Context: an optimization exercise on an open-source flow, tuned for small area. The choices shown serve that exercise and are no tape-out recipe. Where RTL was checked, it was by simulation tests only, not by an equivalence proof against the original. No activity file was given, so power comes from the tool's default toggle rates. No driver is modelled on the clock port, so clocking that relies on it looks cheaper here than on a real chip.

Design sorted_table_with_prime_marks_unit, start of the top module:
module sorted_table_with_prime_marks_unit (
    input  wire logic        clk,
    input  wire logic        rst_n,
    input  wire logic        in_valid,
    output wire logic        in_ready,
    input  wire logic [2:0]  in_operation,
    input  wire logic [31:0] in_value,
    input  wire logic [5:0]  in_position,
    output wire logic        out_valid,
    input  wire logic        out_ready,
    output wire logic [31:0] out_result_value,
    output wire logic [6:0]  out_entry_count,
    output wire logic [6:0]  out_prime_count,
    output wire logic        out_value_is_prime,
    output wire logic [1:0]  out_status
);
Size in the first run: roughly 3100 cells after synthesis, about 2000 flip-flops.
clock: 14.0 ns
lec_check: 0
abc_area: 1
cap_margin: 20
core_margin: 2
core_utilization: 60
cts_buf_list: sky130_fd_sc_hd__clkbuf_16
cts_cluster_diameter: 70
cts_cluster_size: 36
place_density: 0.7
slew_margin: 20
run.sh (not shown) runs the stock make flow with config.mk's settings and CLKGATE_MAP_FILE= SYNTH_SCRIPT=/design/flow/synth_recipe.tcl, a recipe that flattens the netlist after the stock synthesis.
Edit:
--- a/flow/config.mk
+++ b/flow/config.mk
@@ -8 +7,0 @@
-export ABC_AREA = 1
@@ -13,2 +12,2 @@
-export CTS_CLUSTER_DIAMETER = 70
-export CTS_CLUSTER_SIZE = 36
+export CTS_CLUSTER_DIAMETER = 60
+export CTS_CLUSTER_SIZE = 32
=>
- area after synthesis decreases slightly
- final area increases slightly
- die area decreases slightly
- flip-flop and latch count is unchanged
- setup slack gets worse by 0.74 ns
- clock-buffer cell count increases by 15
- global-route usage decreases by 1.2 points
- total power increases slightly

Setup of run E:
Another version of the RTL of sorted_table_with_prime_marks_unit (not shown whole).
Size: roughly 96 I/O pins, ~0.044 mm2 of cells after synthesis.
Settings: LEC_CHECK=0, CAP_MARGIN=20, CORE_MARGIN=2, CORE_UTILIZATION=60, PLACE_DENSITY=0.7, SLEW_MARGIN=20; clock period 14.0 ns.
standard.sh (not shown) runs the stock make flow with config.mk's settings and CLKGATE_MAP_FILE= SYNTH_SCRIPT=/design/flow/synth_recipe.tcl, a recipe that flattens the netlist after the stock synthesis.
==> flow/flow/run.sh <==
#!/bin/bash
# The standard layout (standard.sh, unchanged synthesis), with two changes:
# - each port gets a buf_1, the smallest buffer, instead of the cell that
#   buffer_ports picks by itself;
# - clock tree synthesis uses only clkbuf_16 and inserts no dummy loads.
# The output of the whole run goes to flow_standard.log in this folder (ORFS
# also keeps each step's own log under orfs/logs/).
set -euo pipefail
export BUFFER_PORTS_ARGS="-buffer_cell sky130_fd_sc_hd__buf_1"
export CTS_ARGS="-sink_clustering_enable -repair_clock_nets -dont_use_dummy_load -buf_list sky130_fd_sc_hd__clkbuf_16 -sink_clustering_size 38 -sink_clustering_max_diameter 74"
bash standard.sh > flow_standard.log 2>&1
Changes in run C relative to run E:
-- flow/flow/run.sh --
<<< run E, line 10
export CTS_ARGS="-sink_clustering_enable -repair_clock_nets -dont_use_dummy_load -buf_list sky130_fd_sc_hd__clkbuf_16 -sink_clustering_size 38 -sink_clustering_max_diameter 74"
>>> run C, line 10
export CTS_ARGS="-sink_clustering_enable -repair_clock_nets -dont_use_dummy_load -buf_list sky130_fd_sc_hd__clkbuf_16 -sink_clustering_size 36 -sink_clustering_max_diameter 70"
==> notes.md <==
[compare] base=run E new=run C: worst hold margin shows no meaningful change, switching part of the total power shows no meaningful change.
From run E to run C the numbers moved as follows: area growth from synthesis to layout moved up, net count of the finished layout held, power density over the cells rose by about 0.4%.
On first-pass GRT wire length, run C and run E are basically level.

sorted_table_with_prime_marks_unit, a different RTL version from the one above (not shown whole).
For scale: ~2800 cells after synthesis, roughly 2000 flip-flops, ~96 I/O pins, ~46000 sq um of cells after synthesis.
// sorted_table_with_prime_marks_unit
module sorted_table_with_prime_marks_unit (
    input  wire logic        clk,
    input  wire logic        rst_n,
    input  wire logic        in_valid,
    output wire logic        in_ready,
    input  wire logic [2:0]  in_operation,
    input  wire logic [31:0] in_value,
    input  wire logic [5:0]  in_position,
    output wire logic        out_valid,
    input  wire logic        out_ready,
    output wire logic [31:0] out_result_value,
    output wire logic [6:0]  out_entry_count,
    output wire logic [6:0]  out_prime_count,
    output wire logic        out_value_is_prime,
    output wire logic [1:0]  out_status
);
clock: 14.0 ns
lec_check: 0
cap_margin: 20
core_margin: 2
core_utilization: 40
slew_margin: 20
run.sh (not shown) runs the stock make flow with config.mk's settings and CLKGATE_MAP_FILE= SYNTH_SCRIPT=/design/flow/synth_recipe.tcl, a recipe that flattens the netlist after the stock synthesis.
Stock flow here: none of the scripts above is used.
Then changed:
Settings changed: CORE_UTILIZATION 40 to 60, CTS_BUF_LIST set to sky130_fd_sc_hd__clkbuf_4, CTS_CLUSTER_SIZE set to 30, PLACE_DENSITY set to 0.7.
What happened:
- routed wire length goes up by about 9%
- final area went down by 1.9%
- combinational power went down by 2.7%
- count of clock-buffer cells in the layout came out higher by 419
- die area shrinks by 33%
- worst setup slack gains 0.59 ns
- first-iteration DRC count drops by about 33%
- sequential power barely changes
- global-route usage grows by 7.0 points
- total power is lower by 5.0%
- area after synthesis stays the same
No functional check of the RTL was part of any run of this note.

== v19 ==
Another version of the RTL of sorted_table_with_prime_marks_unit (not shown whole).
Size: roughly 3100 cells after synthesis, ~2000 flip-flops, roughly 96 I/O pins, ~45000 um^2 of cells after synthesis.
clock: 14.0 ns
lec_check: 0
abc_area: 1
cap_margin: 20
core_margin: 2
core_utilization: 60
place_density: 0.7
slew_margin: 20
standard.sh (not shown) runs the stock make flow with config.mk's settings and CLKGATE_MAP_FILE= SYNTH_SCRIPT=/design/flow/synth_recipe.tcl, a recipe that flattens the netlist after the stock synthesis.
==> flow/flow/run.sh <==
#!/bin/bash
# The standard layout (standard.sh, unchanged synthesis), with two changes:
# - each port gets a buf_1, the smallest buffer, instead of the cell that
#   buffer_ports picks by itself;
# - clock tree synthesis uses only clkbuf_16 and inserts no dummy loads.
# The output of the whole run goes to flow_standard.log in this folder (ORFS
# also keeps each step's own log under orfs/logs/).
set -euo pipefail
export BUFFER_PORTS_ARGS="-buffer_cell sky130_fd_sc_hd__buf_1"
export CTS_ARGS="-sink_clustering_enable -repair_clock_nets -dont_use_dummy_load -buf_list sky130_fd_sc_hd__clkbuf_16 -sink_clustering_size 36 -sink_clustering_max_diameter 70"
bash standard.sh > flow_standard.log 2>&1
The final layout from v19, which completed every stage, passed the timing, DRC and antenna checks at the end of the flow.
> inputs changed (v19 -> v25)
# v19
export LEC_CHECK = 0
export ABC_AREA = 1
export CAP_MARGIN = 20
export CORE_MARGIN = 2
export CORE_UTILIZATION = 60
export PLACE_DENSITY = 0.7
export SLEW_MARGIN = 20
create_clock -name core_clock -period 14.0 [get_ports {clk}]
# v25
export LEC_CHECK = 0
export ABC_AREA = 1
export CAP_MARGIN = 20
export CORE_MARGIN = 2
export CORE_UTILIZATION = 60
export CTS_BUF_LIST = sky130_fd_sc_hd__clkbuf_16
export CTS_CLUSTER_DIAMETER = 70
export CTS_CLUSTER_SIZE = 36
export PLACE_DENSITY = 0.7
export SLEW_MARGIN = 20
create_clock -name core_clock -period 14.0 [get_ports {clk}]
==> flow/run.sh (new file) <==
#!/bin/bash
# synth_recipe.tcl (not shown) runs the flow's synth.tcl, then flattens the netlist and writes it again
# the make line also repeats each setting of config.mk as NAME=value (left out here)
make -C /OpenROAD-flow-scripts/flow DESIGN_CONFIG=/design/flow/config.mk WORK_HOME=/design/flow/orfs CLKGATE_MAP_FILE= SYNTH_SCRIPT=/design/flow/synth_recipe.tcl finish
removed: flow/flow/run.sh
removed: flow/standard.sh
### Flow results
v25: done, clean on timing, DRC and antenna. On worst slew slack as a fraction of its limit: v25 sits below v19. Between v19 and v25, non-clock buffer count increased. Compared with v19, v25 shows a share of power burned in registers that is 1.0 points lower.

## rev 12
Another version of the RTL of sorted_table_with_prime_marks_unit (not shown whole).
Size: ~2500 cells after synthesis, about 96 I/O pins, ~44000 µm² of cells after synthesis.
Settings: LEC_CHECK=0, CAP_MARGIN=20, CORE_MARGIN=2, CORE_UTILIZATION=60, PLACE_DENSITY=0.7, SLEW_MARGIN=20; clock period 14.0 ns.
==> flow/flow/run.sh <==
#!/bin/bash
# The standard layout (standard.sh, unchanged synthesis), with two changes:
# - each port gets a buf_1, the smallest buffer, instead of the cell that
#   buffer_ports picks by itself;
# - clock tree synthesis uses only clkbuf_16 and inserts no dummy loads.
# The output of the whole run goes to flow_standard.log in this folder (ORFS
# also keeps each step's own log under orfs/logs/).
set -euo pipefail
export BUFFER_PORTS_ARGS="-buffer_cell sky130_fd_sc_hd__buf_1"
export CTS_ARGS="-sink_clustering_enable -repair_clock_nets -dont_use_dummy_load -buf_list sky130_fd_sc_hd__clkbuf_16 -sink_clustering_size 38 -sink_clustering_max_diameter 84"
bash standard.sh > flow_standard.log 2>&1
Looking at the reports, rev 12 completed the entire flow and the layout it produced met the timing, DRC and antenna checks.
#### Input delta (rev 13 over rev 12)
-- flow/flow/run.sh --
<<< rev 12, line 10
export CTS_ARGS="-sink_clustering_enable -repair_clock_nets -dont_use_dummy_load -buf_list sky130_fd_sc_hd__clkbuf_16 -sink_clustering_size 38 -sink_clustering_max_diameter 84"
>>> rev 13, line 10
export CTS_ARGS="-sink_clustering_enable -repair_clock_nets -dont_use_dummy_load -buf_list sky130_fd_sc_hd__clkbuf_16 -sink_clustering_size 38 -sink_clustering_max_diameter 80"
~same combinational power in rev 13 and rev 12
In terms of count of antenna-violating nets left after detailed routing, rev 13 and rev 12 differ only marginally.
Compared with rev 12, in rev 13 worst setup slack went down, measured slew at the worst slew-check pin went up.

Another version of the RTL of sorted_table_with_prime_marks_unit (not shown whole).
Size: about 2,500 cells after synthesis, about 2,000 flip-flops, about 44,000 µm² of cells after synthesis.
clock: 14.0 ns
lec_check: 0
cap_margin: 20
core_margin: 2
core_utilization: 60
place_density: 0.7
slew_margin: 20
==> flow/flow/run.sh <==
#!/bin/bash
# The standard layout (standard.sh, unchanged synthesis), with two changes:
# - each port gets a buf_1, the smallest buffer, instead of the cell that
#   buffer_ports picks by itself;
# - clock tree synthesis uses only clkbuf_16 and inserts no dummy loads.
# The output of the whole run goes to flow_standard.log in this folder (ORFS
# also keeps each step's own log under orfs/logs/).
set -euo pipefail
export BUFFER_PORTS_ARGS="-buffer_cell sky130_fd_sc_hd__buf_1"
export CTS_ARGS="-sink_clustering_enable -repair_clock_nets -dont_use_dummy_load -buf_list sky130_fd_sc_hd__clkbuf_16 -sink_clustering_size 38 -sink_clustering_max_diameter 74"
bash standard.sh > flow_standard.log 2>&1
The baseline produced a clean layout.
Rerun with:
--- a/flow/flow/run.sh
+++ b/flow/flow/run.sh
@@ -8,4 +8,4 @@
 set -euo pipefail
 export BUFFER_PORTS_ARGS="-buffer_cell sky130_fd_sc_hd__buf_1"
-export CTS_ARGS="-sink_clustering_enable -repair_clock_nets -dont_use_dummy_load -buf_list sky130_fd_sc_hd__clkbuf_16 -sink_clustering_size 38 -sink_clustering_max_diameter 74"
+export CTS_ARGS="-sink_clustering_enable -repair_clock_nets -dont_use_dummy_load -buf_list sky130_fd_sc_hd__clkbuf_16 -sink_clustering_size 38 -sink_clustering_max_diameter 80"
 bash standard.sh > flow_standard.log 2>&1
What happened:
- utilization fell by 0.17 points
- total power goes down by 1.0%
- clock power went down by about 4%
- sequential cell count stays the same
- sequential power barely changes
- count of clock-buffer cells in the layout falls by 5
- non-clock buffer count does not change
- cell area stays flat
- worst setup slack improves by 47 ps

separate check: timing with driven ports:
The flow's constraints put no driver on any port. The routed layouts listed below were extracted and timed again, unchanged, in two steps. Step 1: set_driving_cell puts a clkbuf_16 on clk and a buf_2 on each other input, an assumption about the parent block. Step 2 also shifts input and output timing later by t, the mid clock arrival at the registers, as if the neighbouring blocks saw the same clock. a / b / c = ideal / step 1 / step 2; a / b = the first two.
| run | shift t [ns] | setup WS [ns] | clock arrival spread, ns |
|---|---|---|---|
| the first run of note 1 | 0.700 | 7.666 / 7.706 / 7.006 | 0.073 / 0.072 |
| the second run of note 1 | 0.710 | 6.931 / 6.966 / 6.256 | 0.042 / 0.041 |
| run E | 0.651 | 2.867 / 2.900 / 2.249 | 0.110 / 0.110 |
| run C | 0.654 | 2.851 / 2.888 / 2.234 | 0.117 / 0.116 |
| the first run of note 3 | 0.793 | 5.997 / 6.044 / 5.251 | 0.038 / 0.038 |
| the second run of note 3 | 1.140 | 6.583 / 6.619 / 5.478 | 0.235 / 0.235 |
| v19 | 0.680 | 8.199 / 8.242 / 7.561 | 0.077 / 0.077 |
| v25 | 0.708 | 7.795 / 7.826 / 7.119 | 0.035 / 0.035 |
| rev 12 | 0.681 | 3.506 / 3.545 / 2.863 | 0.121 / 0.121 |
| rev 13 | 0.681 | 3.487 / 3.525 / 2.844 | 0.120 / 0.120 |
| the first run of note 6 | 0.654 | 3.440 / 3.479 / 2.825 | 0.111 / 0.111 |
| the second run of note 6 | 0.681 | 3.487 / 3.525 / 2.844 | 0.120 / 0.120 |
After both steps every run listed still meets setup and hold. For the second run of note 3, which loses most, drivers alone change the setup slack by +0.036 ns; drivers and shift together by -1.105 ns.
